This design comes from an exercise in tuning for small area, a short achievable clock period and few clock cycles per item on the open sky130 flow, not from production work.
Function was checked by simulation only, so behaviour that the tests miss may differ from the original.

==> flow/design.v, too long to show whole: its modules and the start of the top module <==
// module scalar_kalman_filter_core: 387 lines
// module skf_mac_a: 2144 lines
// module skf_mac_b: 26 lines
module scalar_kalman_filter_core
#(
  parameter int DATA_WIDTH = 32,
  parameter int FRAC_BITS  = 16
) (
  input  logic                 clk,
  input  logic                 rst_n,
  input  logic                 in_tvalid,
  output logic                 in_tready,
  input  logic [63:0]          in_tdata,     
  output logic                 out_tvalid,
  input  logic                 out_tready,
  output logic [31:0]          out_tdata,    
  output logic                 out_tuser,    
  input  logic                 cfg_valid,
  output logic                 cfg_ready,
  input  logic [2:0]           cfg_index,
  input  logic [31:0]          cfg_data
);
  // ...
==> flow/run.sh <==
#!/bin/bash
# synth_recipe.tcl (not shown) runs the flow's synth.tcl, then flattens the netlist and writes it again
# the make line also repeats each setting of config.mk as NAME=value (left out here)
make -C /OpenROAD-flow-scripts/flow DESIGN_CONFIG=/design/flow/config.mk WORK_HOME=/design/flow/orfs CLKGATE_MAP_FILE= SYNTH_SCRIPT=/design/flow/synth_recipe.tcl finish
==> flow/config.mk <==
export PLATFORM = sky130hd
export DESIGN_NAME = scalar_kalman_filter_core
export DESIGN_NICKNAME = scalar_kalman_filter_core
export VERILOG_FILES = /design/flow/design.v
export SDC_FILE = /design/flow/constraint.sdc
export NUM_CORES = 4
export LEC_CHECK = 0
export CAP_MARGIN = 20
export CORE_MARGIN = 2
export CORE_UTILIZATION = 40
export SLEW_MARGIN = 20
==> flow/constraint.sdc <==
create_clock -name core_clock -period 10.0 [get_ports {clk}]
set_input_delay 2.0000 -clock core_clock [delete_from_list [all_inputs] [get_ports {clk}]]
set_output_delay 2.0000 -clock core_clock [all_outputs]
set_load 0.01 [all_outputs]
==> impl_results.html, run 1 <==
<table>
<tr><th>Metric</th><th>Value</th></tr>
<tr><th colspan="2">Hold path</th></tr>
<tr><td>Worst hold path depth</td><td>2</td></tr>
<tr><td>Type of the tightest min-delay check</td><td>reg2reg</td></tr>
<tr><td>Critical hold path startpoint</td><td>t_r[1]</td></tr>
<tr><th colspan="2">Setup path</th></tr>
<tr><td>Register-to-register setup slack</td><td>about 0.84 ns</td></tr>
<tr><td>Number of cells on the critical path</td><td>24</td></tr>
<tr><th colspan="2">Run status</th></tr>
<tr><td>Result of the run</td><td>no timing/DRC/antenna violations</td></tr>
<tr><th colspan="2">Clock tree</th></tr>
<tr><td>Clock latency of the later-clocked register in the worst-skew pair</td><td>approximately 0.8 ns</td></tr>
<tr><td>Cts hold-fix bufs</td><td>0</td></tr>
<tr><td>CTS Root Buffer Type</td><td>sky130_fd_sc_hd__clkbuf_16</td></tr>
<tr><td>CTS resizes</td><td>0</td></tr>
<tr><th colspan="2">Cells and area</th></tr>
<tr><td>Final antenna diode count</td><td>13</td></tr>
<tr><td>Cell kind with the greatest summed area</td><td>multi-input combinational cells</td></tr>
<tr><td>Area used by sequential logic in the layout</td><td>0.0213 mm²</td></tr>
<tr><td>Net total in the final layout</td><td>10969</td></tr>
<tr><td>Number of fillers in the final layout</td><td>a little over 20000</td></tr>
<tr><th colspan="2">Floorplanning</th></tr>
<tr><td># IOs</td><td>140</td></tr>
<tr><th colspan="2">Placement</th></tr>
<tr><td>Cell total after placement</td><td>roughly 13000</td></tr>
<tr><td>Port Buf Inserts</td><td>138</td></tr>
<tr><th colspan="2">GRT</th></tr>
<tr><td>Number of global-route vias before repair</td><td>77928</td></tr>
<tr><th colspan="2">Yosys</th></tr>
<tr><td>Compound-cell area share of the yosys netlist</td><td>0.241</td></tr>
<tr><td>Simple logic cell fraction of the synthesized area</td><td>0.160</td></tr>
<tr><th colspan="2">Timing</th></tr>
<tr><td>Final sum of negative setup slack</td><td>0 ns</td></tr>
<tr><th colspan="2">Routing</th></tr>
<tr><td>Detailed-route DRC error count</td><td>0</td></tr>
<tr><td>Number of vias per cell after detailed routing</td><td>6.46</td></tr>
</table>
Testbench counts, summed over its fixed seeds: cycles 7,307, items 800.
==> module scalar_kalman_filter_core, before the edit <==
module scalar_kalman_filter_core
#(
  parameter int DATA_WIDTH = 32,
  parameter int FRAC_BITS  = 16
) (
  input  logic                 clk,
  input  logic                 rst_n,
  input  logic                 in_tvalid,
  output logic                 in_tready,
  input  logic [63:0]          in_tdata,     
  output logic                 out_tvalid,
  input  logic                 out_tready,
  output logic [31:0]          out_tdata,    
  output logic                 out_tuser,    
  input  logic                 cfg_valid,
  output logic                 cfg_ready,
  input  logic [2:0]           cfg_index,
  input  logic [31:0]          cfg_data
);
  localparam logic [4:0] ST_I0   = 5'd0;    
  localparam logic [4:0] ST_IFLT = 5'd1;    
  localparam logic [4:0] ST_IX   = 5'd2;    
  localparam logic [4:0] ST_IDL2 = 5'd3;    
  localparam logic [4:0] ST_IDL3 = 5'd4;    
  localparam logic [4:0] ST_IP   = 5'd5;    
  localparam logic [4:0] ST_W    = 5'd6;    
  localparam logic [4:0] ST_XB   = 5'd7;
  localparam logic [4:0] ST_C0   = 5'd8;
  localparam logic [4:0] ST_C1   = 5'd9;
  localparam logic [4:0] ST_C2   = 5'd10;
  localparam logic [4:0] ST_H3   = 5'd11;
  localparam logic [4:0] ST_H4   = 5'd12;
  localparam logic [4:0] ST_H5   = 5'd13;
  localparam logic [4:0] ST_M3   = 5'd14;
  localparam logic [4:0] ST_M4   = 5'd15;
  localparam logic [4:0] ST_M5   = 5'd16;
  localparam logic [4:0] ST_M6   = 5'd17;
  localparam logic [4:0] ST_M7   = 5'd18;
  localparam logic [4:0] ST_M8   = 5'd19;
  localparam logic [4:0] ST_DL   = 5'd20;
  localparam logic [4:0] ST_DIV  = 5'd21;
  localparam logic [4:0] ST_P5   = 5'd22;
  localparam logic [4:0] ST_X3M  = 5'd23;
  localparam logic [4:0] ST_P6   = 5'd24;
  localparam logic [4:0] ST_FLT  = 5'd25;
  localparam logic [3:0] OP_NONE = 4'd0;
  localparam logic [3:0] OP_XB   = 4'd1;
  localparam logic [3:0] OP_X0   = 4'd2;
  localparam logic [3:0] OP_X2   = 4'd3;
  localparam logic [3:0] OP_X3   = 4'd4;
  localparam logic [3:0] OP_P0   = 4'd5;
  localparam logic [3:0] OP_P1   = 4'd6;
  localparam logic [3:0] OP_P2   = 4'd7;
  localparam logic [3:0] OP_P3   = 4'd8;
  localparam logic [3:0] OP_P5   = 4'd9;
  localparam logic [3:0] OP_P6   = 4'd10;
  localparam logic [1:0] DJ_K = 2'd0;
  localparam logic [1:0] DJ_X = 2'd1;
  localparam logic [1:0] DJ_T = 2'd2;
  localparam logic [1:0] DJ_P = 2'd3;
  logic [30:0] r_R, r_Q;
  logic [31:0] r_A, r_B, r_C;
  logic [4:0]  st, st_n;
  logic        started;
  logic [31:0] x_r, p_r, xp_r, t_r, ub_r, s_r, pp_r, k_r;
  logic        out_v, out_f;
  logic        ubok;          
  logic        xb_a;          
  logic        hit_r;         
  logic        nhit, nflt;    
  logic [1:0]  nsel;          
  logic [31:0] oa, ob, oc;
  logic        osub_a, osub_b;
  logic [3:0]  op_a, op_b;
  logic [47:0] sv_r, cv_r;
  logic        c16_r;
  logic [47:0] sv, cv;
  logic        c16;
  logic [31:0] my;
  logic [31:0] dvs_r, drem_r, dq_r;
  logic        dneg_r, dovf_r;
  logic [3:0]  dcnt_r;
  logic [1:0]  dj_r;
  logic [31:0] hp [3];
  logic [31:0] hk [3];
  logic [2:0]  hf, hv;
  wire slot = !out_v || out_tready;
  wire [31:0] m_in = in_tdata[31:0];
  wire [31:0] u_in = in_tdata[63:32];
  wire cfg_wr = cfg_valid;
  skf_mac_a u_maca (.a(oa), .b(ob), .sub(osub_a), .sv(sv), .cv(cv), .c16(c16));
  skf_mac_b u_macb (.sv(sv_r), .cv(cv_r), .c16(c16_r), .c(oc), .sub(osub_b), .y(my));
  wire [31:0] rd_x  = (op_b == OP_X3) ? my : x_r;
  wire [31:0] rd_xp = (op_b == OP_X0) ? my : xp_r;
  wire [31:0] rd_t  = (op_b == OP_X2) ? my : t_r;
  wire [31:0] rd_ub = (op_b == OP_XB) ? my : ub_r;
  wire [31:0] rd_p  = (op_b == OP_P6) ? my : p_r;
  wire [31:0] rd_pp = (op_b == OP_P1) ? my : pp_r;
  wire [31:0] rd_s  = (op_b == OP_P0 || op_b == OP_P2 || op_b == OP_P5) ? my : s_r;
  function automatic logic is_free(input logic [4:0] s);
    is_free = (s == ST_H5) || (s == ST_M4) || (s == ST_M6) || (s == ST_M8) ||
              (s == ST_DL) || (s == ST_DIV) || (s == ST_FLT);
  endfunction
  always_comb begin
    case (st)
      ST_XB:  op_a = OP_XB;
      ST_C0:  op_a = OP_X0;
      ST_C1:  op_a = OP_P0;
      ST_C2:  op_a = OP_X2;
      ST_H4, ST_X3M: op_a = slot ? OP_X3 : OP_NONE;
      ST_M3:  op_a = OP_P1;
      ST_M5:  op_a = OP_P2;
      ST_M7:  op_a = OP_P3;
      ST_P5:  op_a = OP_P5;
      ST_P6:  op_a = OP_P6;
      default: op_a = (is_free(st) && xb_a) ? OP_XB : OP_NONE;
    endcase
  end
  logic [31:0] dd_src, dv_src;
  always_comb begin
    case (st)
      ST_I0:   begin dd_src = m_in;          dv_src = r_C; end
      ST_IDL2: begin dd_src = {1'b0, r_Q};   dv_src = r_C; end
      ST_IDL3: begin dd_src = k_r;           dv_src = r_C; end
      default: begin dd_src = s_r;           dv_src = dvs_r; end
    endcase
  end
  wire [31:0] dd_mag = dd_src[31] ? (32'd0 - dd_src) : dd_src;
  wire [31:0] dv_mag = dv_src[31] ? (32'd0 - dv_src) : dv_src;
  wire [47:0] dstream = {dd_mag, 16'd0};
  wire        d_ovf = {15'd0, dd_mag[31:15]} >= dv_mag;    
  wire        d_lt1 = {11'd0, dd_mag[31:11]} <  dv_mag;    
  wire        d_lt2 = { 7'd0, dd_mag[31:7]}  <  dv_mag;    
  wire        d_lt3 = { 3'd0, dd_mag[31:3]}  <  dv_mag;    
  wire        d_lt4 = {dd_mag, 1'b0}         <  {1'b0, dv_mag};   
  logic [3:0]  d_cnt0;
  logic [31:0] d_rem0, d_q0;
  always_comb begin
    if (d_ovf) begin
      d_cnt0 = 4'd15; d_rem0 = 32'(dstream[47:31]); d_q0 = {dstream[30:0], 1'd0};
    end else if (d_lt4) begin
      d_cnt0 = 4'd8;  d_rem0 = 32'(dstream[47:15]); d_q0 = {dstream[14:0], 17'd0};
    end else if (d_lt3) begin
      d_cnt0 = 4'd6;  d_rem0 = 32'(dstream[47:19]); d_q0 = {dstream[18:0], 13'd0};
    end else if (d_lt2) begin
      d_cnt0 = 4'd4;  d_rem0 = 32'(dstream[47:23]); d_q0 = {dstream[22:0], 9'd0};
    end else if (d_lt1) begin
      d_cnt0 = 4'd2;  d_rem0 = 32'(dstream[47:27]); d_q0 = {dstream[26:0], 5'd0};
    end else begin
      d_cnt0 = 4'd0;  d_rem0 = 32'(dstream[47:31]); d_q0 = {dstream[30:0], 1'd0};
    end
  end
  logic [31:0] sr [3];
  logic [31:0] sq [3];
  always_comb begin
    logic [32:0] r2;
    logic [33:0] df;
    sr[0] = drem_r;
    sq[0] = dq_r;
    for (int i = 0; i < 2; i++) begin
      r2 = {sr[i], sq[i][31]};
      df = {1'b0, r2} - {2'b0, dvs_r};
      sr[i+1] = df[33] ? r2[31:0] : df[31:0];
      sq[i+1] = {sq[i][30:0], ~df[33]};
    end
  end
  wire        dlast = (dcnt_r == 4'd15);
  wire [30:0] qmag  = sq[1][30:0];
  wire [31:0] dres  = dovf_r ? (dneg_r ? 32'h8000_0000 : 32'h7fff_ffff)
                             : (dneg_r ? (32'd0 - {1'b0, qmag}) : {1'b0, qmag});
  wire        dload = (st == ST_I0 && in_tvalid) || st == ST_IDL2 || st == ST_IDL3 || st == ST_DL;
  always_comb begin
    in_tready = 1'b0;
    case (st)
      ST_I0:   in_tready = (r_C != '0);
      ST_IFLT: in_tready = slot;
      ST_C2:   in_tready = 1'b1;
      default: ;
    endcase
  end
  assign cfg_ready = 1'b1;
  wire ub_next = ubok || (op_a == OP_XB);
  always_comb begin
    st_n = st;
    case (st)
      ST_I0:   if (in_tvalid) st_n = (r_C == '0) ? ST_IFLT : ST_DIV;
      ST_IFLT: if (slot) st_n = ST_I0;
      ST_IX:   if (slot) st_n = ST_IDL2;
      ST_IDL2: st_n = ST_DIV;
      ST_IDL3: st_n = ST_DIV;
      ST_IP:   st_n = ST_W;
      ST_W:    if (in_tvalid) st_n = ST_XB;
      ST_XB:   st_n = ST_C0;
      ST_C0:   st_n = ST_C1;
      ST_C1:   st_n = ST_C2;
      ST_C2:   st_n = nhit ? (nflt ? ST_FLT : ST_H3) : ST_M3;
      ST_H3:   st_n = ST_H4;
      ST_H4:   if (slot) st_n = ST_H5;
      ST_H5:   st_n = ub_next ? ST_C0 : ST_W;
      ST_M3:   st_n = ST_M4;
      ST_M4:   st_n = ST_M5;
      ST_M5:   st_n = ST_M6;
      ST_M6:   st_n = ST_M7;
      ST_M7:   st_n = ST_M8;
      ST_M8:   st_n = ST_DL;
      ST_DL:   st_n = (dvs_r == '0) ? ST_FLT : ST_DIV;
      ST_DIV: begin
        if (dlast) begin
          case (dj_r)
            DJ_K:    st_n = ST_P5;
            DJ_X:    st_n = ST_IX;
            DJ_T:    st_n = ST_IDL3;
            default: st_n = ST_IP;
          endcase
        end
      end
      ST_P5:   st_n = ST_X3M;
      ST_X3M:  if (slot) st_n = ST_P6;
      ST_P6:   st_n = ub_next ? ST_C0 : ST_W;
      ST_FLT:  if (slot) st_n = ub_next ? ST_C0 : ST_W;
      default: st_n = ST_I0;
    endcase
  end
  wire xb_n = started && is_free(st_n) && !ub_next && in_tvalid &&
              (st != ST_C2) && (st != ST_XB) && (st != ST_W) && (st != ST_C0) && (st != ST_C1);
  wire [31:0] rd_k = (st == ST_H3) ? hk[nsel] : ((st == ST_DIV) ? dres : k_r);
  logic [31:0] oa_n, ob_n;
  logic        osub_n;
  always_comb begin
    oa_n = r_A; ob_n = rd_x; osub_n = 1'b0;
    case (st_n)
      ST_XB:   begin oa_n = r_B;   ob_n = u_in;  end
      ST_C0:   begin oa_n = r_A;   ob_n = rd_x;  end
      ST_C1:   begin oa_n = r_A;   ob_n = rd_p;  end
      ST_C2:   begin oa_n = r_C;   ob_n = rd_xp; osub_n = 1'b1; end
      ST_H4, ST_X3M:
               begin oa_n = rd_k;  ob_n = rd_t;  end
      ST_M3:   begin oa_n = r_A;   ob_n = rd_s;  end
      ST_M5:   begin oa_n = rd_pp; ob_n = r_C;   end
      ST_M7:   begin oa_n = r_C;   ob_n = rd_s;  end
      ST_P5:   begin oa_n = rd_k;  ob_n = r_C;   end
      ST_P6:   begin oa_n = rd_pp; ob_n = rd_s;  osub_n = 1'b1; end
      default: begin oa_n = r_B;   ob_n = u_in;  end    
    endcase
  end
  logic [31:0] oc_n;
  always_comb begin
    case (op_a)
      OP_X0:   oc_n = rd_ub;
      OP_X2:   oc_n = m_in;
      OP_X3:   oc_n = rd_xp;
      OP_P1:   oc_n = {1'b0, r_R};
      OP_P3:   oc_n = {1'b0, r_Q};
      OP_P6:   oc_n = rd_pp;
      default: oc_n = '0;
    endcase
  end
  wire        commit_h = (op_b == OP_X3) && hit_r;    
  wire        commit_m = (op_b == OP_P6);             
  wire [31:0] psucc = (nsel == 2'd0) ? p_r : ((nsel == 2'd1) ? hp[0] : hp[1]);
  wire [31:0] pn    = commit_h ? psucc : my;
  wire        e0 = (pn == p_r);
  wire        e1 = hv[0] && (pn == hp[0]);
  wire        e2 = hv[1] && (pn == hp[1]);
  task automatic push(input logic [31:0] pv, input logic [31:0] kv, input logic fv);
    hp[0] <= pv;    hk[0] <= kv;    hf[0] <= fv;    hv[0] <= 1'b1;
    hp[1] <= hp[0]; hk[1] <= hk[0]; hf[1] <= hf[0]; hv[1] <= hv[0];
    hp[2] <= hp[1]; hk[2] <= hk[1]; hf[2] <= hf[1]; hv[2] <= hv[1];
  endtask
  always_ff @(posedge clk) begin
    if (!rst_n) begin
      st      <= ST_I0;
      started <= 1'b0;
      x_r     <= '0;
      p_r     <= '0;
      out_v   <= 1'b0;
      out_f   <= 1'b0;
      hv      <= '0;
      nhit    <= 1'b0;
      ubok    <= 1'b0;
      xb_a    <= 1'b0;
      op_b    <= OP_NONE;
      r_R     <= 31'h0001_0000;
      r_Q     <= 31'h0001_0000;
      r_A     <= 32'h0001_0000;
      r_B     <= 32'h0000_0000;
      r_C     <= 32'h0001_0000;
    end else begin
      st   <= st_n;
      xb_a <= xb_n;
      op_b <= op_a;
      if (op_a == OP_XB) ubok <= 1'b1;
      else if (st == ST_C0) ubok <= 1'b0;
      if (out_tready) out_v <= 1'b0;
      case (op_b)
        OP_X3: begin
          x_r   <= my;
          out_v <= 1'b1;
          out_f <= 1'b0;
        end
        OP_P6: p_r <= my;
        default: ;
      endcase
      if (commit_h) p_r <= psucc;
      if (commit_h || commit_m) begin
        push(p_r, k_r, 1'b0);
        nhit <= e0 | e1 | e2;
        nsel <= e0 ? 2'd0 : (e1 ? 2'd1 : 2'd2);
        nflt <= e0 ? 1'b0 : (e1 ? hf[0] : hf[1]);
      end
      case (st)
        ST_IFLT: if (slot) begin
          out_v <= 1'b1;
          out_f <= 1'b1;
        end
        ST_IX: if (slot) x_r <= k_r;
        ST_IP: begin
          p_r     <= k_r;
          started <= 1'b1;
          hv      <= '0;
          nhit    <= 1'b0;
          out_v   <= 1'b1;
          out_f   <= 1'b0;
        end
        ST_C2:  hit_r <= nhit;
        ST_H3:  k_r <= hk[nsel];
        ST_DIV: if (dlast) k_r <= dres;
        ST_FLT: if (slot) begin
          out_v <= 1'b1;
          out_f <= 1'b1;
          push(p_r, k_r, 1'b1);
          nhit  <= 1'b1;
          nsel  <= 2'd0;
          nflt  <= 1'b1;
        end
        default: ;
      endcase
      if (cfg_wr) begin
        case (cfg_index)
          3'd0: r_R <= cfg_data[30:0];
          3'd1: r_Q <= cfg_data[30:0];
          3'd2: r_A <= cfg_data;
          3'd3: r_B <= cfg_data;
          3'd4: r_C <= cfg_data;
          default: ;
        endcase
        hv   <= '0;
        nhit <= 1'b0;
      end
    end
  end
  always_ff @(posedge clk) begin
    oa     <= oa_n;
    ob     <= ob_n;
    osub_a <= osub_n;
    sv_r   <= sv;
    cv_r   <= cv;
    c16_r  <= c16;
    oc     <= oc_n;
    osub_b <= osub_a;
    case (op_b)
      OP_XB: ub_r <= my;
      OP_X0: xp_r <= my;
      OP_X2: t_r  <= my;
      OP_P0, OP_P2, OP_P5: s_r <= my;
      OP_P1: pp_r <= my;
      OP_P3: dvs_r <= my;
      default: ;
    endcase
    if (dload) begin
      dvs_r  <= dv_mag;
      drem_r <= d_rem0;
      dq_r   <= d_q0;
      dneg_r <= dd_src[31] ^ dv_src[31];
      dovf_r <= d_ovf;
      dcnt_r <= d_cnt0;
      dj_r   <= (st == ST_I0) ? DJ_X : (st == ST_IDL2) ? DJ_T : (st == ST_IDL3) ? DJ_P : DJ_K;
    end else if (st == ST_DIV) begin
      drem_r <= sr[2];
      dq_r   <= sq[2];
      dcnt_r <= dcnt_r + 4'd1;
    end
  end
  assign out_tvalid = out_v;
  assign out_tdata  = x_r;
  assign out_tuser  = out_f;
endmodule
==> module skf_mac_b, before the edit <==
module skf_mac_b (
  input  logic [47:0] sv,
  input  logic [47:0] cv,
  input  logic        c16,
  input  logic [31:0] c,
  input  logic        sub,
  output logic [31:0] y
);
  wire [47:0] k1 = {48{sub}};
  wire [47:0] s1x = sv ^ cv ^ k1;
  wire [47:0] s1c = {(sv[46:0] & cv[46:0]) | (sv[46:0] & k1[46:0]) | (cv[46:0] & k1[46:0]), c16};
  wire [47:0] sum1 = s1x + s1c;
  wire ovf = ~((&sum1[47:31]) | ~(|sum1[47:31]));
  wire osgn = sum1[47];
  wire [47:0] k2 = {{16{c[31]}}, c};
  wire [47:0] s2x = sv ^ cv ^ k2;
  wire [47:0] s2c = {(sv[46:0] & cv[46:0]) | (sv[46:0] & k2[46:0]) | (cv[46:0] & k2[46:0]), c16};
  wire [47:0] sum2 = s2x + s2c;
  wire [31:0] yf = (sum2[47:31] == {17{sum2[47]}}) ? sum2[31:0] :
                   (sum2[47] ? 32'h8000_0000 : 32'h7fff_ffff);
  wire [33:0] cp = {{2{c[31]}}, c} + (sub ? 34'h0_8000_0000 : 34'h0_7fff_ffff);
  wire [33:0] cn = {{2{c[31]}}, c} + (sub ? 34'h3_8000_0001 : 34'h3_8000_0000);
  wire [31:0] ycp = (cp[33:31] == {3{cp[33]}}) ? cp[31:0] : (cp[33] ? 32'h8000_0000 : 32'h7fff_ffff);
  wire [31:0] ycn = (cn[33:31] == {3{cn[33]}}) ? cn[31:0] : (cn[33] ? 32'h8000_0000 : 32'h7fff_ffff);
  assign y = ovf ? (osgn ? ycn : ycp) : yf;
endmodule
==> run 2: changes to the inputs <==
--- a/flow/design.v
+++ b/flow/design.v
@@ -64,4 +64,8 @@
   logic        started;
-  logic [31:0] x_r, p_r, xp_r, t_r, ub_r, s_r, pp_r, k_r;
+  logic [31:0] x_r, p_r, xp_r, t_r, ub_r, s_r, pp_r;
+  logic [31:0] k_r;           
+  logic        k_neg;
   logic        out_v, out_f;
+  logic [31:0] u_r;           
+  logic        cmp_pend;      
   logic        ubok;          
@@ -72,3 +76,6 @@
   logic [31:0] oa, ob, oc;
-  logic        osub_a, osub_b;
+  logic [4:0]  sa_r, sa_n;     
+  logic [6:0]  sb_r, sb_n;     
+  logic        oneg_a;         
+  logic        osub_a, osub_b;  
   logic [3:0]  op_a, op_b;
@@ -79,5 +86,6 @@
   logic [31:0] my;
-  logic [31:0] dvs_r, drem_r, dq_r;
+  logic [31:0] dvs_r, drem_r;    
+  logic [33:0] dv3_r;
   logic        dneg_r, dovf_r;
-  logic [3:0]  dcnt_r;
+  logic [2:0]  dcnt_r;
   logic [1:0]  dj_r;
@@ -85,3 +93,3 @@
   logic [31:0] hk [3];
-  logic [2:0]  hf, hv;
+  logic [2:0]  hkn, hf, hv;
   wire slot = !out_v || out_tready;
@@ -90,14 +98,16 @@
   wire cfg_wr = cfg_valid;
-  skf_mac_a u_maca (.a(oa), .b(ob), .sub(osub_a), .sv(sv), .cv(cv), .c16(c16));
+  skf_mac_a u_maca (.a(oa), .b(ob), .sub(oneg_a), .sv(sv), .cv(cv), .c16(c16));
   skf_mac_b u_macb (.sv(sv_r), .cv(cv_r), .c16(c16_r), .c(oc), .sub(osub_b), .y(my));
-  wire [31:0] rd_x  = (op_b == OP_X3) ? my : x_r;
-  wire [31:0] rd_xp = (op_b == OP_X0) ? my : xp_r;
-  wire [31:0] rd_t  = (op_b == OP_X2) ? my : t_r;
+  always_comb begin
+    oa = ({32{sa_r[0]}} & r_A)  | ({32{sa_r[1]}} & r_B) | ({32{sa_r[2]}} & r_C) |
+         ({32{sa_r[3]}} & k_r)  | ({32{sa_r[4]}} & pp_r);
+    ob = ({32{sb_r[0]}} & u_r)  | ({32{sb_r[1]}} & x_r) | ({32{sb_r[2]}} & xp_r) |
+         ({32{sb_r[3]}} & t_r)  | ({32{sb_r[4]}} & p_r) | ({32{sb_r[5]}} & s_r) |
+         ({32{sb_r[6]}} & r_C);
+  end
   wire [31:0] rd_ub = (op_b == OP_XB) ? my : ub_r;
-  wire [31:0] rd_p  = (op_b == OP_P6) ? my : p_r;
-  wire [31:0] rd_pp = (op_b == OP_P1) ? my : pp_r;
-  wire [31:0] rd_s  = (op_b == OP_P0 || op_b == OP_P2 || op_b == OP_P5) ? my : s_r;
   function automatic logic is_free(input logic [4:0] s);
     is_free = (s == ST_H5) || (s == ST_M4) || (s == ST_M6) || (s == ST_M8) ||
-              (s == ST_DL) || (s == ST_DIV) || (s == ST_FLT);
+              (s == ST_DL) || (s == ST_DIV) || (s == ST_FLT) ||
+              (s == ST_IX) || (s == ST_IDL2) || (s == ST_IDL3) || (s == ST_IP);
   endfunction
@@ -118,3 +128,5 @@
   end
-  logic [31:0] dd_src, dv_src;
+  wire [31:0] k_sgn = k_neg ? (32'd0 - k_r) : k_r;
+  logic [31:0] dd_src, dv_src, dd_mag;
+  logic        dd_s;
   always_comb begin
@@ -123,7 +135,12 @@
       ST_IDL2: begin dd_src = {1'b0, r_Q};   dv_src = r_C; end
-      ST_IDL3: begin dd_src = k_r;           dv_src = r_C; end
       default: begin dd_src = s_r;           dv_src = dvs_r; end
     endcase
+    dd_mag = dd_src[31] ? (32'd0 - dd_src) : dd_src;
+    dd_s   = dd_src[31];
+    if (st == ST_IDL3) begin
+      dd_mag = k_r;
+      dd_s   = k_neg ^ k_r[31];
+      dv_src = r_C;
+    end
   end
-  wire [31:0] dd_mag = dd_src[31] ? (32'd0 - dd_src) : dd_src;
   wire [31:0] dv_mag = dv_src[31] ? (32'd0 - dv_src) : dv_src;
@@ -131,7 +148,7 @@
   wire        d_ovf = {15'd0, dd_mag[31:15]} >= dv_mag;    
-  wire        d_lt1 = {11'd0, dd_mag[31:11]} <  dv_mag;    
-  wire        d_lt2 = { 7'd0, dd_mag[31:7]}  <  dv_mag;    
-  wire        d_lt3 = { 3'd0, dd_mag[31:3]}  <  dv_mag;    
-  wire        d_lt4 = {dd_mag, 1'b0}         <  {1'b0, dv_mag};   
-  logic [3:0]  d_cnt0;
+  wire        d_lt1 = {12'd0, dd_mag[31:12]} <  dv_mag;    
+  wire        d_lt2 = { 8'd0, dd_mag[31:8]}  <  dv_mag;    
+  wire        d_lt3 = { 4'd0, dd_mag[31:4]}  <  dv_mag;    
+  wire        d_lt4 = dd_mag                 <  dv_mag;    
+  logic [2:0]  d_cnt0;
   logic [31:0] d_rem0, d_q0;
@@ -139,13 +156,13 @@
     if (d_ovf) begin
-      d_cnt0 = 4'd15; d_rem0 = 32'(dstream[47:31]); d_q0 = {dstream[30:0], 1'd0};
+      d_cnt0 = 3'd7; d_rem0 = 32'(dstream[47:32]); d_q0 = dstream[31:0];
     end else if (d_lt4) begin
-      d_cnt0 = 4'd8;  d_rem0 = 32'(dstream[47:15]); d_q0 = {dstream[14:0], 17'd0};
+      d_cnt0 = 3'd4; d_rem0 = 32'(dstream[47:16]); d_q0 = {dstream[15:0], 16'd0};
     end else if (d_lt3) begin
-      d_cnt0 = 4'd6;  d_rem0 = 32'(dstream[47:19]); d_q0 = {dstream[18:0], 13'd0};
+      d_cnt0 = 3'd3; d_rem0 = 32'(dstream[47:20]); d_q0 = {dstream[19:0], 12'd0};
     end else if (d_lt2) begin
-      d_cnt0 = 4'd4;  d_rem0 = 32'(dstream[47:23]); d_q0 = {dstream[22:0], 9'd0};
+      d_cnt0 = 3'd2; d_rem0 = 32'(dstream[47:24]); d_q0 = {dstream[23:0], 8'd0};
     end else if (d_lt1) begin
-      d_cnt0 = 4'd2;  d_rem0 = 32'(dstream[47:27]); d_q0 = {dstream[26:0], 5'd0};
+      d_cnt0 = 3'd1; d_rem0 = 32'(dstream[47:28]); d_q0 = {dstream[27:0], 4'd0};
     end else begin
-      d_cnt0 = 4'd0;  d_rem0 = 32'(dstream[47:31]); d_q0 = {dstream[30:0], 1'd0};
+      d_cnt0 = 3'd0; d_rem0 = 32'(dstream[47:32]); d_q0 = dstream[31:0];
     end
@@ -155,17 +172,19 @@
   always_comb begin
-    logic [32:0] r2;
-    logic [33:0] df;
+    logic [34:0] r4, f1, f2, f3;
     sr[0] = drem_r;
-    sq[0] = dq_r;
+    sq[0] = s_r;
     for (int i = 0; i < 2; i++) begin
-      r2 = {sr[i], sq[i][31]};
-      df = {1'b0, r2} - {2'b0, dvs_r};
-      sr[i+1] = df[33] ? r2[31:0] : df[31:0];
-      sq[i+1] = {sq[i][30:0], ~df[33]};
+      r4 = {1'b0, sr[i], sq[i][31:30]};
+      f1 = r4 - {3'b0, dvs_r};
+      f2 = r4 - {2'b0, dvs_r, 1'b0};
+      f3 = r4 - {1'b0, dv3_r};
+      if (!f3[34])      begin sr[i+1] = f3[31:0]; sq[i+1] = {sq[i][29:0], 2'd3}; end
+      else if (!f2[34]) begin sr[i+1] = f2[31:0]; sq[i+1] = {sq[i][29:0], 2'd2}; end
+      else if (!f1[34]) begin sr[i+1] = f1[31:0]; sq[i+1] = {sq[i][29:0], 2'd1}; end
+      else              begin sr[i+1] = r4[31:0]; sq[i+1] = {sq[i][29:0], 2'd0}; end
     end
   end
-  wire        dlast = (dcnt_r == 4'd15);
-  wire [30:0] qmag  = sq[1][30:0];
-  wire [31:0] dres  = dovf_r ? (dneg_r ? 32'h8000_0000 : 32'h7fff_ffff)
-                             : (dneg_r ? (32'd0 - {1'b0, qmag}) : {1'b0, qmag});
+  wire        dlast  = (dcnt_r == 3'd7);
+  wire [31:0] dres   = dovf_r ? (dneg_r ? 32'h8000_0000 : 32'h7fff_ffff) : sq[2];
+  wire        dres_n = !dovf_r && dneg_r;
   wire        dload = (st == ST_I0 && in_tvalid) || st == ST_IDL2 || st == ST_IDL3 || st == ST_DL;
@@ -190,3 +209,3 @@
       ST_IDL3: st_n = ST_DIV;
-      ST_IP:   st_n = ST_W;
+      ST_IP:   st_n = ub_next ? ST_C0 : ST_W;
       ST_W:    if (in_tvalid) st_n = ST_XB;
@@ -223,22 +242,22 @@
   end
-  wire xb_n = started && is_free(st_n) && !ub_next && in_tvalid &&
-              (st != ST_C2) && (st != ST_XB) && (st != ST_W) && (st != ST_C0) && (st != ST_C1);
-  wire [31:0] rd_k = (st == ST_H3) ? hk[nsel] : ((st == ST_DIV) ? dres : k_r);
-  logic [31:0] oa_n, ob_n;
-  logic        osub_n;
+  wire xb_n = is_free(st_n) && !ub_next && in_tvalid &&
+              (st != ST_I0) && (st != ST_IFLT) && (st != ST_C2) && (st != ST_XB) &&
+              (st != ST_W) && (st != ST_C0) && (st != ST_C1);
+  wire        rd_kn = (st == ST_H3) ? hkn[nsel] : ((st == ST_DIV) ? dres_n : k_neg);
+  logic        oneg_n, osub_n;
   always_comb begin
-    oa_n = r_A; ob_n = rd_x; osub_n = 1'b0;
+    sa_n = 5'b00001; sb_n = 7'b0000010; oneg_n = 1'b0; osub_n = 1'b0;
     case (st_n)
-      ST_XB:   begin oa_n = r_B;   ob_n = u_in;  end
-      ST_C0:   begin oa_n = r_A;   ob_n = rd_x;  end
-      ST_C1:   begin oa_n = r_A;   ob_n = rd_p;  end
-      ST_C2:   begin oa_n = r_C;   ob_n = rd_xp; osub_n = 1'b1; end
+      ST_XB:   begin sa_n = 5'b00010; sb_n = 7'b0000001; end           
+      ST_C0:   begin sa_n = 5'b00001; sb_n = 7'b0000010; end           
+      ST_C1:   begin sa_n = 5'b00001; sb_n = 7'b0010000; end           
+      ST_C2:   begin sa_n = 5'b00100; sb_n = 7'b0000100; oneg_n = 1'b1; osub_n = 1'b1; end  
       ST_H4, ST_X3M:
-               begin oa_n = rd_k;  ob_n = rd_t;  end
-      ST_M3:   begin oa_n = r_A;   ob_n = rd_s;  end
-      ST_M5:   begin oa_n = rd_pp; ob_n = r_C;   end
-      ST_M7:   begin oa_n = r_C;   ob_n = rd_s;  end
-      ST_P5:   begin oa_n = rd_k;  ob_n = r_C;   end
-      ST_P6:   begin oa_n = rd_pp; ob_n = rd_s;  osub_n = 1'b1; end
-      default: begin oa_n = r_B;   ob_n = u_in;  end    
+               begin sa_n = 5'b01000; sb_n = 7'b0001000; oneg_n = rd_kn; end   
+      ST_M3:   begin sa_n = 5'b00001; sb_n = 7'b0100000; end           
+      ST_M5:   begin sa_n = 5'b10000; sb_n = 7'b1000000; end           
+      ST_M7:   begin sa_n = 5'b00100; sb_n = 7'b0100000; end           
+      ST_P5:   begin sa_n = 5'b01000; sb_n = 7'b1000000; oneg_n = rd_kn; end   
+      ST_P6:   begin sa_n = 5'b10000; sb_n = 7'b0100000; oneg_n = 1'b1; osub_n = 1'b1; end  
+      default: begin sa_n = 5'b00010; sb_n = 7'b0000001; end           
     endcase
@@ -250,6 +269,6 @@
       OP_X2:   oc_n = m_in;
-      OP_X3:   oc_n = rd_xp;
+      OP_X3:   oc_n = xp_r;
       OP_P1:   oc_n = {1'b0, r_R};
       OP_P3:   oc_n = {1'b0, r_Q};
-      OP_P6:   oc_n = rd_pp;
+      OP_P6:   oc_n = pp_r;
       default: oc_n = '0;
@@ -260,10 +279,19 @@
   wire [31:0] psucc = (nsel == 2'd0) ? p_r : ((nsel == 2'd1) ? hp[0] : hp[1]);
-  wire [31:0] pn    = commit_h ? psucc : my;
-  wire        e0 = (pn == p_r);
-  wire        e1 = hv[0] && (pn == hp[0]);
-  wire        e2 = hv[1] && (pn == hp[1]);
-  task automatic push(input logic [31:0] pv, input logic [31:0] kv, input logic fv);
-    hp[0] <= pv;    hk[0] <= kv;    hf[0] <= fv;    hv[0] <= 1'b1;
-    hp[1] <= hp[0]; hk[1] <= hk[0]; hf[1] <= hf[0]; hv[1] <= hv[0];
-    hp[2] <= hp[1]; hk[2] <= hk[1]; hf[2] <= hf[1]; hv[2] <= hv[1];
+  wire [31:0] pn  = cmp_pend ? p_r : psucc;
+  wire [31:0] lk0 = cmp_pend ? hp[0] : p_r;
+  wire [31:0] lk1 = cmp_pend ? hp[1] : hp[0];
+  wire [31:0] lk2 = cmp_pend ? hp[2] : hp[1];
+  wire        lv0 = cmp_pend ? hv[0] : 1'b1;
+  wire        lv1 = cmp_pend ? hv[1] : hv[0];
+  wire        lv2 = cmp_pend ? hv[2] : hv[1];
+  wire        lf0 = cmp_pend ? hf[0] : 1'b0;
+  wire        lf1 = cmp_pend ? hf[1] : hf[0];
+  wire        lf2 = cmp_pend ? hf[2] : hf[1];
+  wire        e0 = lv0 && (pn == lk0);
+  wire        e1 = lv1 && (pn == lk1);
+  wire        e2 = lv2 && (pn == lk2);
+  task automatic push(input logic [31:0] pv, input logic [31:0] kv, input logic kn, input logic fv);
+    hp[0] <= pv;    hk[0] <= kv;    hkn[0] <= kn;     hf[0] <= fv;    hv[0] <= 1'b1;
+    hp[1] <= hp[0]; hk[1] <= hk[0]; hkn[1] <= hkn[0]; hf[1] <= hf[0]; hv[1] <= hv[0];
+    hp[2] <= hp[1]; hk[2] <= hk[1]; hkn[2] <= hkn[1]; hf[2] <= hf[1]; hv[2] <= hv[1];
   endtask
@@ -281,2 +309,3 @@
       xb_a    <= 1'b0;
+      cmp_pend <= 1'b0;
       op_b    <= OP_NONE;
@@ -304,7 +333,8 @@
       if (commit_h) p_r <= psucc;
-      if (commit_h || commit_m) begin
-        push(p_r, k_r, 1'b0);
+      if (commit_h || commit_m) push(p_r, k_r, k_neg, 1'b0);
+      cmp_pend <= commit_m;
+      if (commit_h || cmp_pend) begin
         nhit <= e0 | e1 | e2;
         nsel <= e0 ? 2'd0 : (e1 ? 2'd1 : 2'd2);
-        nflt <= e0 ? 1'b0 : (e1 ? hf[0] : hf[1]);
+        nflt <= e0 ? lf0 : (e1 ? lf1 : lf2);
       end
@@ -315,5 +345,5 @@
         end
-        ST_IX: if (slot) x_r <= k_r;
+        ST_IX: if (slot) x_r <= k_sgn;
         ST_IP: begin
-          p_r     <= k_r;
+          p_r     <= k_sgn;
           started <= 1'b1;
@@ -325,4 +355,4 @@
         ST_C2:  hit_r <= nhit;
-        ST_H3:  k_r <= hk[nsel];
-        ST_DIV: if (dlast) k_r <= dres;
+        ST_H3:  begin k_r <= hk[nsel]; k_neg <= hkn[nsel]; end
+        ST_DIV: if (dlast) begin k_r <= dres; k_neg <= dres_n; end
         ST_FLT: if (slot) begin
@@ -330,3 +360,3 @@
           out_f <= 1'b1;
-          push(p_r, k_r, 1'b1);
+          push(p_r, k_r, k_neg, 1'b1);
           nhit  <= 1'b1;
@@ -352,4 +382,6 @@
   always_ff @(posedge clk) begin
-    oa     <= oa_n;
-    ob     <= ob_n;
+    sa_r   <= sa_n;
+    sb_r   <= sb_n;
+    oneg_a <= oneg_n;
+    if (in_tvalid) u_r <= u_in;
     osub_a <= osub_n;
@@ -371,5 +403,6 @@
       dvs_r  <= dv_mag;
+      dv3_r  <= {2'b0, dv_mag} + {1'b0, dv_mag, 1'b0};
       drem_r <= d_rem0;
-      dq_r   <= d_q0;
-      dneg_r <= dd_src[31] ^ dv_src[31];
+      s_r    <= d_q0;
+      dneg_r <= dd_s ^ dv_src[31];
       dovf_r <= d_ovf;
@@ -379,4 +412,4 @@
       drem_r <= sr[2];
-      dq_r   <= sq[2];
-      dcnt_r <= dcnt_r + 4'd1;
+      s_r    <= sq[2];
+      dcnt_r <= dcnt_r + 3'd1;
     end
@@ -2539,7 +2572,8 @@
 );
-  wire [47:0] k1 = {48{sub}};
-  wire [47:0] s1x = sv ^ cv ^ k1;
-  wire [47:0] s1c = {(sv[46:0] & cv[46:0]) | (sv[46:0] & k1[46:0]) | (cv[46:0] & k1[46:0]), c16};
-  wire [47:0] sum1 = s1x + s1c;
-  wire ovf = ~((&sum1[47:31]) | ~(|sum1[47:31]));
+  wire [47:0] sum1 = sv + cv + {47'd0, c16};
+  wire o_add = ~((&sum1[47:31]) | ~(|sum1[47:31]));
+  wire lo0   = ~(|sum1[30:0]);
+  wire p_max = (sum1[47:31] == 17'h00001) & lo0;    
+  wire p_min = (&sum1[47:31]) & lo0;                
+  wire ovf = sub ? ((o_add & ~p_max) | p_min) : o_add;
   wire osgn = sum1[47];
--- a/flow/config.mk
+++ b/flow/config.mk
@@ -10,2 +10,3 @@
 export CORE_UTILIZATION = 40
+export SETUP_SLACK_MARGIN = 2.5
 export SLEW_MARGIN = 20
==> impl_results.html, run 2 <==
<table>
<tr><th>Metric</th><th>Value</th></tr>
<tr><th colspan="2">Run status</th></tr>
<tr><td>Result of the run</td><td>no timing/DRC/antenna violations</td></tr>
<tr><th colspan="2">Setup path</th></tr>
<tr><td>Cell type of the slowest stage on the worst timing path</td><td>sky130_fd_sc_hd__a222oi_1</td></tr>
<tr><td>Register-to-register setup slack</td><td>2.49 ns (+1.64 ns)</td></tr>
<tr><td>Highest net fanout along the worst path</td><td>32</td></tr>
<tr><td>CP Launch Point</td><td>sa_r[0]</td></tr>
<tr><td>Family with the most delay on the worst path</td><td>adder cells</td></tr>
<tr><td>Type of destination of the critical path</td><td>register</td></tr>
<tr><td>Worst setup path class</td><td>reg2reg</td></tr>
<tr><td>Cell chain of the critical path</td><td>buf_4, a222oi_1, nand2_1, nand2_1, o21a_1, buf_4, nand2_2, o21ai_0, a22oi_1, fa_1, fa_1, inv_1, fa_1, inv_1, fa_1, fa_1, inv_1, fa_1</td></tr>
<tr><td>Critical Path Most Common Cell</td><td>sky130_fd_sc_hd__fa_1</td></tr>
<tr><td>Worst stage delay on the critical path</td><td>1.01 ns</td></tr>
<tr><td>Bufs and invs on worst path</td><td>5</td></tr>
<tr><td>Worst r2r src</td><td>sa_r[0]</td></tr>
<tr><td>Crit path required time</td><td>between 10 and 15 ns</td></tr>
<tr><td>Category of the worst setup path launch point</td><td>register</td></tr>
<tr><td>Arrival time at the worst endpoint</td><td>just over 8 ns</td></tr>
<tr><th colspan="2">Cells and area</th></tr>
<tr><td>Net total in the final layout</td><td>12063 (+10%)</td></tr>
<tr><td>Commonest cells after routing, fill and taps aside</td><td>sky130_fd_sc_hd__nand2_1, sky130_fd_sc_hd__a21oi_1, sky130_fd_sc_hd__nor2_1, sky130_fd_sc_hd__inv_1, sky130_fd_sc_hd__o21ai_0</td></tr>
<tr><td>Registers with the most flip-flops</td><td>hk: 96 flops, hp: 96 flops, cv_r: 48 flops</td></tr>
<tr><td>Share of layout cells above drive strength 1</td><td>0.109</td></tr>
<tr><td>Count of non-filler cells in the finished layout</td><td>approximately 14000</td></tr>
<tr><td>Most common cell after layout, fill and taps aside</td><td>sky130_fd_sc_hd__nand2_1</td></tr>
<tr><td>Signed area change from the synthesized netlist to the final layout</td><td>12.2%</td></tr>
<tr><td>Final Cell Area</td><td>~0.10 mm²</td></tr>
<tr><th colspan="2">Yosys</th></tr>
<tr><td>Largest cells by area after synthesis</td><td>sky130_fd_sc_hd__edfxtp_1, sky130_fd_sc_hd__fa_1, sky130_fd_sc_hd__dfxtp_1</td></tr>
<tr><td>Flip-flop and latch count after synthesis</td><td>roughly 900</td></tr>
<tr><td>Top cell type's share of synthesized area</td><td>0.161</td></tr>
<tr><td>Distinct cells, synth</td><td>approximately 110</td></tr>
<tr><td>Mean cell area of the mapped netlist</td><td>around 8.5 µm²</td></tr>
<tr><td>Portion of the post-synthesis area used by sequential elements</td><td>0.250</td></tr>
<tr><td>Number of synthesized flops with an enable pin</td><td>500</td></tr>
<tr><td>Largest area contributor in the synthesized netlist</td><td>sky130_fd_sc_hd__edfxtp_1</td></tr>
<tr><td>Warnings from Yosys</td><td>5</td></tr>
<tr><td>Post-Syn Area</td><td>about 0.093 mm²</td></tr>
<tr><td>Cell types with the highest counts after synthesis</td><td>sky130_fd_sc_hd__nand2_1, sky130_fd_sc_hd__a21oi_1, sky130_fd_sc_hd__nor2_1</td></tr>
<tr><td>Number of nets produced by synthesis</td><td>about 12000</td></tr>
<tr><td>Most common cell in the synthesized netlist</td><td>sky130_fd_sc_hd__nand2_1</td></tr>
<tr><td>Commonest register cell after synthesis</td><td>sky130_fd_sc_hd__edfxtp_1</td></tr>
<tr><td>Async SR Flop Fraction</td><td>0</td></tr>
<tr><td>Post-Syn Instances</td><td>roughly 11000</td></tr>
<tr><th colspan="2">Timing</th></tr>
<tr><td>Count of pins over their slew limit</td><td>0</td></tr>
<tr><td>Final worst-path cycle share</td><td>0.751</td></tr>
<tr><td>Clock period minus final worst setup slack</td><td>7.51 ns</td></tr>
<tr><td>Number of endpoints failing setup at the final stage</td><td>0</td></tr>
<tr><td>Setup repair after global routing missed its margin</td><td>false</td></tr>
<tr><td>Final number of hold-violating endpoints</td><td>0</td></tr>
<tr><td>Worst clock skew</td><td>0.148 ns</td></tr>
<tr><td>Max_slew headroom</td><td>0.0719</td></tr>
<tr><td>Max Freq</td><td>between 100 and 150 MHz</td></tr>
<tr><td>Worst Tran Pin Value</td><td>~1.4 ns</td></tr>
<tr><td>Final sum of negative setup slack</td><td>0 ns (unchanged)</td></tr>
<tr><th colspan="2">GRT</th></tr>
<tr><td>Met2 capacity usage during global routing</td><td>0.555</td></tr>
<tr><td>Global-route wire length before repair</td><td>675 mm</td></tr>
<tr><td>Routing usage on met1</td><td>0.493</td></tr>
<tr><td>Number of antenna violations at the first check in global routing</td><td>52</td></tr>
<tr><td>Remaining global-route overflow</td><td>0</td></tr>
<tr><td>Total track usage</td><td>0.395</td></tr>
<tr><td>Number of global-route vias before repair</td><td>89583 (+15%)</td></tr>
<tr><td>Largest net degree at the start of global routing</td><td>90</td></tr>
<tr><td>Most used routing layer in global routing</td><td>met2</td></tr>
<tr><td>Met3 usage in global routing</td><td>0.152</td></tr>
<tr><th colspan="2">Hold path</th></tr>
<tr><td>Critical hold path startpoint</td><td>osub_a</td></tr>
<tr><td>Type of the tightest min-delay check</td><td>reg2reg</td></tr>
<tr><th colspan="2">Routing</th></tr>
<tr><td>Post-detailed-route count of antenna-violating nets</td><td>0</td></tr>
<tr><td>Iteration-0 DRC count of the detailed router</td><td>between 10000 and 15000</td></tr>
<tr><td>Sum of routed wire length over all layers</td><td>about 490 mm</td></tr>
<tr><td>Number of vias per cell after detailed routing</td><td>6.77 (+4.8%)</td></tr>
<tr><td>Initial DRT Pass Iterations</td><td>11</td></tr>
<tr><td>Average routed wire per standard cell</td><td>between 30 and 40 µm</td></tr>
<tr><td>Via Count</td><td>roughly 95000</td></tr>
<tr><td>Detailed-route DRC error count</td><td>0 (unchanged)</td></tr>
<tr><th colspan="2">Clock tree</th></tr>
<tr><td>Count of clock tree sinks</td><td>between 900 and 1000</td></tr>
<tr><td>Largest buffer count on any clock path</td><td>3</td></tr>
<tr><td>CTS Root Buffer Type</td><td>sky130_fd_sc_hd__clkbuf_16</td></tr>
<tr><td>Clock latency of the later-clocked register in the worst-skew pair</td><td>0.87 ns (+0.07 ns)</td></tr>
<tr><td>Clock tree from TritonCTS</td><td>done</td></tr>
<tr><td>CTS H-Tree Depth</td><td>3</td></tr>
<tr><td>Clock-pin slew on the worst setup and hold paths</td><td>~0.070 ns</td></tr>
<tr><td>Cts bufs inserted</td><td>112</td></tr>
<tr><td>Cts hold-fix bufs</td><td>0 (unchanged)</td></tr>
<tr><th colspan="2">Floorplanning</th></tr>
<tr><td>Starting density of the core</td><td>0.402</td></tr>
<tr><td>Full die area</td><td>approximately 0.24 mm²</td></tr>
<tr><td>Die span in y</td><td>around 490 µm</td></tr>
<tr><td># IOs</td><td>140 (unchanged)</td></tr>
<tr><td>Number of cell rows</td><td>approximately 180</td></tr>
<tr><td>Core region area</td><td>0.232 mm²</td></tr>
<tr><td>Horizontal die dimension</td><td>487 µm</td></tr>
<tr><th colspan="2">Placement</th></tr>
<tr><td>Cell total after placement</td><td>13723 (+8.7%)</td></tr>
<tr><td>Area post-placement</td><td>0.0989 mm²</td></tr>
<tr><td>Global placement routability congestion</td><td>1.06</td></tr>
<tr><td>HPWL Detailed</td><td>approximately 360 mm</td></tr>
<tr><td>Port Buf Inserts</td><td>138 (unchanged)</td></tr>
<tr><th colspan="2">Flow run</th></tr>
<tr><td>Max-cap viol count</td><td>0</td></tr>
</table>
## run 2: cell types whose count changed after synthesis, sizes merged, moves of 173 or more
cell and change:
nand2 -554, a22oi -361, xnor2 +300, o22ai +292
a21oi +252, mux2 +189, ha +173
## run 2: per-stage QoR
stage / hold slack (ns) / util / setup slack, ns
6_report: 0.342 / 0.451 / 2.49
5_1_grt: 0.341 / 0.450 / 2.45
4_1_cts: 0.342 / 0.445 / 2.46
3_5_place_dp: 0.329 / 0.426 / 0.864
3_3_place_gp: 0.315 / 0.426 / 0.966
2_1_floorplan: 0.310 / - / 2.70
## run 2: final timing paths
check	to	cells past startpoint
max	cv_r[23]	18
min	osub_b	0
max reg2reg	cv_r[23]	18
min reg2reg	osub_b	0
## run 2: worst register-to-register path, stage by stage, from the launching register on
cell and delay, ns:
sky130_fd_sc_hd__dfxtp_1 0.30, sky130_fd_sc_hd__buf_4 0.31, sky130_fd_sc_hd__a222oi_1 1.05, sky130_fd_sc_hd__nand2_1 0.37
sky130_fd_sc_hd__nand2_1 0.22, sky130_fd_sc_hd__o21a_1 0.13, sky130_fd_sc_hd__buf_4 0.39, sky130_fd_sc_hd__nand2_2 0.41
sky130_fd_sc_hd__o21ai_0 0.34, sky130_fd_sc_hd__a22oi_1 0.18, sky130_fd_sc_hd__fa_1 0.53, sky130_fd_sc_hd__fa_1 0.56
sky130_fd_sc_hd__inv_1 0.06, sky130_fd_sc_hd__fa_1 0.50, sky130_fd_sc_hd__inv_1 0.05, sky130_fd_sc_hd__fa_1 0.51
sky130_fd_sc_hd__fa_1 0.57, sky130_fd_sc_hd__inv_1 0.07, sky130_fd_sc_hd__fa_1 0.66
## run 2: layout make-up
cell class / instances / area (µm²)
antenna: 25 / 62.6
clock buffer: 146 / 3180
clock inverter: 67 / 766
fill: 22524 / 128000
inverter: 633 / 2400
multi-input combinational: 8626 / 66100
sequential: 915 / 23300
tap: 3043 / 3810
timing repair buffer: 608 / 5050
## run 2: cells by family after synthesis
kind of cell | after synthesis | synth area share
AOI/OAI and AO/OA | 3551 | 0.250
xor gates and xnor gates | 934 | 0.0879
adders and majority gates | 1063 | 0.183
buffers and inverters | 1407 | 0.0582
DFF | 915 | 0.250
muxes | 303 | 0.0354
other | 1 | 0.0000402
and+or+nand+nor | 2772 | 0.136
## run 2: metal layers
layer,part of all wire,vias to the layer above
met3,0.14,1761
met1,0.37,46446
met5,0.00074,-
met4,0.089,50
li1,-,39951
met2,0.40,7020
## run 2: what timing repair did
| item | in CTS | in global routing |
|---|---|---|
| gates resized for setup | 78 | 121 |
| pin swaps | 15 | 36 |
| setup endpoints to repair | 66 | 100 |
| setup buffers | 27 | 71 |
| cloned | 2 | 1 |
Testbench counts of run 2, summed over its fixed seeds: cycles 6,498, items 800.
==> run 3: changes to the inputs <==
--- a/flow/design.v
+++ b/flow/design.v
@@ -148,6 +148,5 @@
   wire        d_ovf = {15'd0, dd_mag[31:15]} >= dv_mag;    
-  wire        d_lt1 = {12'd0, dd_mag[31:12]} <  dv_mag;    
-  wire        d_lt2 = { 8'd0, dd_mag[31:8]}  <  dv_mag;    
-  wire        d_lt3 = { 4'd0, dd_mag[31:4]}  <  dv_mag;    
-  wire        d_lt4 = dd_mag                 <  dv_mag;    
+  wire        d_lt20 = {4'd0, dd_mag[31:4]} < dv_mag;    
+  wire        d_lt16 = dd_mag < dv_mag;    
+  wire        d_lt12 = {dd_mag, 4'd0} < {4'd0, dv_mag};    
   logic [2:0]  d_cnt0;
@@ -157,10 +156,8 @@
       d_cnt0 = 3'd7; d_rem0 = 32'(dstream[47:32]); d_q0 = dstream[31:0];
-    end else if (d_lt4) begin
+    end else if (d_lt12) begin
+      d_cnt0 = 3'd5; d_rem0 = 32'(dstream[47:12]); d_q0 = {dstream[11:0], 20'd0};
+    end else if (d_lt16) begin
       d_cnt0 = 3'd4; d_rem0 = 32'(dstream[47:16]); d_q0 = {dstream[15:0], 16'd0};
-    end else if (d_lt3) begin
+    end else if (d_lt20) begin
       d_cnt0 = 3'd3; d_rem0 = 32'(dstream[47:20]); d_q0 = {dstream[19:0], 12'd0};
-    end else if (d_lt2) begin
-      d_cnt0 = 3'd2; d_rem0 = 32'(dstream[47:24]); d_q0 = {dstream[23:0], 8'd0};
-    end else if (d_lt1) begin
-      d_cnt0 = 3'd1; d_rem0 = 32'(dstream[47:28]); d_q0 = {dstream[27:0], 4'd0};
     end else begin
@@ -279,15 +276,5 @@
   wire [31:0] psucc = (nsel == 2'd0) ? p_r : ((nsel == 2'd1) ? hp[0] : hp[1]);
-  wire [31:0] pn  = cmp_pend ? p_r : psucc;
-  wire [31:0] lk0 = cmp_pend ? hp[0] : p_r;
-  wire [31:0] lk1 = cmp_pend ? hp[1] : hp[0];
-  wire [31:0] lk2 = cmp_pend ? hp[2] : hp[1];
-  wire        lv0 = cmp_pend ? hv[0] : 1'b1;
-  wire        lv1 = cmp_pend ? hv[1] : hv[0];
-  wire        lv2 = cmp_pend ? hv[2] : hv[1];
-  wire        lf0 = cmp_pend ? hf[0] : 1'b0;
-  wire        lf1 = cmp_pend ? hf[1] : hf[0];
-  wire        lf2 = cmp_pend ? hf[2] : hf[1];
-  wire        e0 = lv0 && (pn == lk0);
-  wire        e1 = lv1 && (pn == lk1);
-  wire        e2 = lv2 && (pn == lk2);
+  wire        e0 = hv[0] && (p_r == hp[0]);
+  wire        e1 = hv[1] && (p_r == hp[1]);
+  wire        e2 = hv[2] && (p_r == hp[2]);
   task automatic push(input logic [31:0] pv, input logic [31:0] kv, input logic kn, input logic fv);
@@ -334,7 +321,7 @@
       if (commit_h || commit_m) push(p_r, k_r, k_neg, 1'b0);
-      cmp_pend <= commit_m;
-      if (commit_h || cmp_pend) begin
+      cmp_pend <= commit_h || commit_m;
+      if (cmp_pend) begin
         nhit <= e0 | e1 | e2;
         nsel <= e0 ? 2'd0 : (e1 ? 2'd1 : 2'd2);
-        nflt <= e0 ? lf0 : (e1 ? lf1 : lf2);
+        nflt <= e0 ? hf[0] : (e1 ? hf[1] : hf[2]);
       end
==> impl_results.html, run 3 <==
<table>
<tr><th>Metric</th><th>Value</th></tr>
<tr><th colspan="2">Run status</th></tr>
<tr><td>Result of the run</td><td>no timing/DRC/antenna violations</td></tr>
<tr><th colspan="2">Cells and area</th></tr>
<tr><td>Count of non-filler cells in the finished layout</td><td>13419 (-4.6%)</td></tr>
<tr><td>Share of layout cells above drive strength 1</td><td>0.124 (+0.0149)</td></tr>
<tr><td>Signed area change from the synthesized netlist to the final layout</td><td>13.6%</td></tr>
<tr><td>End-of-flow core utilization</td><td>0.456 (+0.00558)</td></tr>
<tr><td>Registers with the most flip-flops</td><td>hk: 96 flops, hp: 96 flops, cv_r: 48 flops</td></tr>
<tr><td>Commonest cells after routing, fill and taps aside</td><td>sky130_fd_sc_hd__nand2_1, sky130_fd_sc_hd__a21oi_1, sky130_fd_sc_hd__nor2_1, sky130_fd_sc_hd__inv_1, sky130_fd_sc_hd__xnor2_1</td></tr>
<tr><td>Net total in the final layout</td><td>11469 (-4.9%)</td></tr>
<tr><td>Most common cell after layout, fill and taps aside</td><td>sky130_fd_sc_hd__nand2_1</td></tr>
<tr><td>Number of fillers in the final layout</td><td>21710 (-3.6%)</td></tr>
<tr><th colspan="2">Timing</th></tr>
<tr><td>Count of pins over their slew limit</td><td>0 (unchanged)</td></tr>
<tr><td>Final number of hold-violating endpoints</td><td>0 (unchanged)</td></tr>
<tr><td>Number of endpoints failing setup at the final stage</td><td>0 (unchanged)</td></tr>
<tr><td>Final sum of negative setup slack</td><td>0 ns (unchanged)</td></tr>
<tr><td>Max_slew headroom</td><td>0.167 (+0.0953)</td></tr>
<tr><td>Final worst-path cycle share</td><td>0.748 (-0.00285)</td></tr>
<tr><td>Worst Tran Pin Value</td><td>1.25 ns (-0.138 ns)</td></tr>
<tr><td>Clock period minus final worst setup slack</td><td>7.48 ns (-0.0285 ns)</td></tr>
<tr><td>Worst clock skew</td><td>0.0978 ns (-0.0506 ns)</td></tr>
<tr><td>Setup repair after global routing missed its margin</td><td>true</td></tr>
<tr><td>Max Freq</td><td>134 MHz (+0.38%)</td></tr>
<tr><th colspan="2">Yosys</th></tr>
<tr><td>Async SR Flop Fraction</td><td>0 (unchanged)</td></tr>
<tr><td>Commonest register cell after synthesis</td><td>sky130_fd_sc_hd__edfxtp_1</td></tr>
<tr><td>Portion of the post-synthesis area used by sequential elements</td><td>0.259 (+0.00883)</td></tr>
<tr><td>Flip-flop and latch count after synthesis</td><td>915 (unchanged)</td></tr>
<tr><td>Largest cells by area after synthesis</td><td>sky130_fd_sc_hd__edfxtp_1, sky130_fd_sc_hd__fa_1, sky130_fd_sc_hd__dfxtp_1</td></tr>
<tr><td>Most common cell in the synthesized netlist</td><td>sky130_fd_sc_hd__nand2_1</td></tr>
<tr><td>Distinct cells, synth</td><td>94 (-18%)</td></tr>
<tr><td>Post-Syn Instances</td><td>10328 (-5.6%)</td></tr>
<tr><td>Post-Syn Area</td><td>0.0901 mm² (-3.4%)</td></tr>
<tr><td>Number of nets produced by synthesis</td><td>11483 (-5.2%)</td></tr>
<tr><td>Top cell type's share of synthesized area</td><td>0.167 (+0.00569)</td></tr>
<tr><td>Cell types with the highest counts after synthesis</td><td>sky130_fd_sc_hd__nand2_1, sky130_fd_sc_hd__a21oi_1, sky130_fd_sc_hd__clkbuf_1</td></tr>
<tr><td>Warnings from Yosys</td><td>5 (unchanged)</td></tr>
<tr><td>Number of synthesized flops with an enable pin</td><td>500 (unchanged)</td></tr>
<tr><td>Largest area contributor in the synthesized netlist</td><td>sky130_fd_sc_hd__edfxtp_1</td></tr>
<tr><td>Mean cell area of the mapped netlist</td><td>8.73 µm² (+2.4%)</td></tr>
<tr><th colspan="2">Floorplanning</th></tr>
<tr><td>Core region area</td><td>0.224 mm² (-3.4%)</td></tr>
<tr><td>Horizontal die dimension</td><td>479 µm (-1.7%)</td></tr>
<tr><td># IOs</td><td>140 (unchanged)</td></tr>
<tr><td>Starting density of the core</td><td>0.402 (about the same)</td></tr>
<tr><td>Die span in y</td><td>479 µm (-1.7%)</td></tr>
<tr><td>Full die area</td><td>0.229 mm² (-3.4%)</td></tr>
<tr><td>Number of cell rows</td><td>174 (-1.7%)</td></tr>
<tr><th colspan="2">Routing</th></tr>
<tr><td>Detailed-route DRC error count</td><td>0 (unchanged)</td></tr>
<tr><td>Post-detailed-route count of antenna-violating nets</td><td>0 (unchanged)</td></tr>
<tr><td>Number of vias per cell after detailed routing</td><td>6.63 (-2.1%)</td></tr>
<tr><td>Sum of routed wire length over all layers</td><td>454 mm (-6.7%)</td></tr>
<tr><td>Iteration-0 DRC count of the detailed router</td><td>13583 (-3.0%)</td></tr>
<tr><td>Initial DRT Pass Iterations</td><td>12 (+1)</td></tr>
<tr><td>Via Count</td><td>88975 (-6.6%)</td></tr>
<tr><td>Average routed wire per standard cell</td><td>33.8 µm (-2.2%)</td></tr>
<tr><th colspan="2">Clock tree</th></tr>
<tr><td>Clock latency of the later-clocked register in the worst-skew pair</td><td>0.81 ns (-0.06 ns)</td></tr>
<tr><td>CTS Root Buffer Type</td><td>sky130_fd_sc_hd__clkbuf_16</td></tr>
<tr><td>Count of clock tree sinks</td><td>915 (unchanged)</td></tr>
<tr><td>Cts bufs inserted</td><td>110 (-1.8%)</td></tr>
<tr><td>CTS H-Tree Depth</td><td>3 (unchanged)</td></tr>
<tr><td>Cts hold-fix bufs</td><td>0 (unchanged)</td></tr>
<tr><td>Clock-pin slew on the worst setup and hold paths</td><td>0.08 ns (about the same)</td></tr>
<tr><td>Largest buffer count on any clock path</td><td>3 (unchanged)</td></tr>
<tr><td>Clock tree from TritonCTS</td><td>done</td></tr>
<tr><th colspan="2">Setup path</th></tr>
<tr><td>Type of destination of the critical path</td><td>register</td></tr>
<tr><td>Cell type of the slowest stage on the worst timing path</td><td>sky130_fd_sc_hd__edfxtp_1</td></tr>
<tr><td>Crit path required time</td><td>10.59 ns (+0.06 ns)</td></tr>
<tr><td>Worst stage delay on the critical path</td><td>0.49 ns (-0.52 ns)</td></tr>
<tr><td>Highest net fanout along the worst path</td><td>10 (-69%)</td></tr>
<tr><td>Arrival time at the worst endpoint</td><td>8.08 ns (+0.03 ns)</td></tr>
<tr><td>Category of the worst setup path launch point</td><td>register</td></tr>
<tr><td>Worst setup path class</td><td>reg2reg</td></tr>
<tr><th colspan="2">GRT</th></tr>
<tr><td>Total track usage</td><td>0.381 (-0.0143)</td></tr>
<tr><td>Number of antenna violations at the first check in global routing</td><td>22 (-58%)</td></tr>
<tr><td>Number of global-route vias before repair</td><td>83775 (-6.5%)</td></tr>
<tr><td>Largest net degree at the start of global routing</td><td>177 (+97%)</td></tr>
<tr><td>Remaining global-route overflow</td><td>0 (unchanged)</td></tr>
<tr><td>Global-route wire length before repair</td><td>632 mm (-6.4%)</td></tr>
<tr><th colspan="2">Placement</th></tr>
<tr><td>Cell total after placement</td><td>13056 (-4.9%)</td></tr>
<tr><td>Global placement routability congestion</td><td>1.03 (-3.4%)</td></tr>
<tr><td>HPWL Detailed</td><td>339 mm (-6.9%)</td></tr>
<tr><td>Port Buf Inserts</td><td>138 (unchanged)</td></tr>
<tr><th colspan="2">Flow run</th></tr>
<tr><td>Max-cap viol count</td><td>0 (unchanged)</td></tr>
<tr><th colspan="2">Hold path</th></tr>
<tr><td>Type of the tightest min-delay check</td><td>reg2reg</td></tr>
</table>
## run 3: area by class of cell
class | instances | area (µm²) | area share
repair buffers | 613 | 5300 | 0.0517
well taps | 2992 | 3740 | 0.0366
inverters | 586 | 2230 | 0.0218
clock inverters | 63 | 823 | 0.00804
clock buffers | 146 | 3060 | 0.0299
diodes | 16 | 40.0 | 0.000391
flip-flops and latches | 915 | 23300 | 0.228
multi-input cells | 8088 | 63900 | 0.624
## run 3: worst max-delay path: cells and delay by family (launching register included)
family | cells | cell delay (ns)
compound gates | 19 | 3.60
buf+inv | 9 | 1.33
mux | 2 | 0.65
fa+ha+maj | 3 | 0.62
simple gates | 3 | 0.59
flops | 1 | 0.49
## run 3: cell families after synthesis
family / share of synthesized area
AOI/OAI and AO/OA: 0.242
xor gates and xnor gates: 0.0880
adders and majority gates: 0.188
buffers and inverters: 0.0558
DFF: 0.259
muxes: 0.0415
other: 0.0000416
and+or+nand+nor: 0.126
## run 3: through the flow
| step | instance area [µm²] | worst slack [ns] | hold slack [ns] |
|---|---|---|---|
| floorplan | 90200 | 2.51 | 0.310 |
| global placement | 95800 | 0.643 | 0.320 |
| detailed placement | 95800 | 0.538 | 0.327 |
| CTS | 101000 | 2.47 | 0.361 |
| global route | 102000 | 2.30 | 0.357 |
| finish | 102000 | 2.52 | 0.360 |
## run 3: path summary, 6_finish.rpt
path	slack [ns]	end	from	depth (start not counted)
worst min-delay path	0.36	osub_b	osub_a	0
worst min register to register	0.36	osub_b	osub_a	0
worst max-delay path	2.52	drem_r[0]	s_r[30]	36
worst max register to register	2.52	drem_r[0]	s_r[30]	36
## run 3: routing by layer
layer | part of all wire | up-vias | track usage
met1 | 0.39 | 43536 | 0.496
li1 | - | 37778 | -
met2 | 0.42 | 6170 | 0.556
met4 | 0.078 | 20 | 0.237
met3 | 0.12 | 1471 | 0.105
met5 | 0.00031 | - | 0
## run 3: timing repair
| action | CTS | global route |
|---|---|---|
| resized for setup | 122 | 186 |
| setup buffers | 51 | 78 |
| endpoints found under the setup margin | 60 | 144 |
| gates cloned | 4 | 5 |
| pin swaps | 29 | 72 |
Testbench counts of run 3, summed over its fixed seeds: cycles 6,510, items 800.

## what the ideal ports hide
Ports are ideal in the flow. The routed layouts listed here were re-timed in OpenROAD.
Step 1 assumes that a clkbuf_16 drives the clock port and a buf_2 every other input.
Step 2 moves the port delays by t, midway between the first and last clock arrival at a register: inputs arrive t later, outputs are due t later. That takes back most of the time a late clock gives input paths.
Slacks: no drivers / after step 1 / after step 2; pairs: no drivers / after step 1.
run	t (ns)	setup slack, ns	hold WS [ns]	latest minus earliest clock arrival (ns)
run 1	0.867	0.844 / 0.844 / 0.474	0.460 / 0.460 / 0.460	0.082 / 0.081
run 2	0.882	2.488 / 2.488 / 1.891	0.342 / 0.342 / 0.342	0.149 / 0.148
run 3	0.862	2.517 / 2.517 / 1.780	0.360 / 0.360 / 0.360	0.098 / 0.098
After both steps setup and hold are still met in every run listed. The setup slack of run 3, which loses most, moves by 0.000 ns with the drivers and by -0.737 ns with both steps.
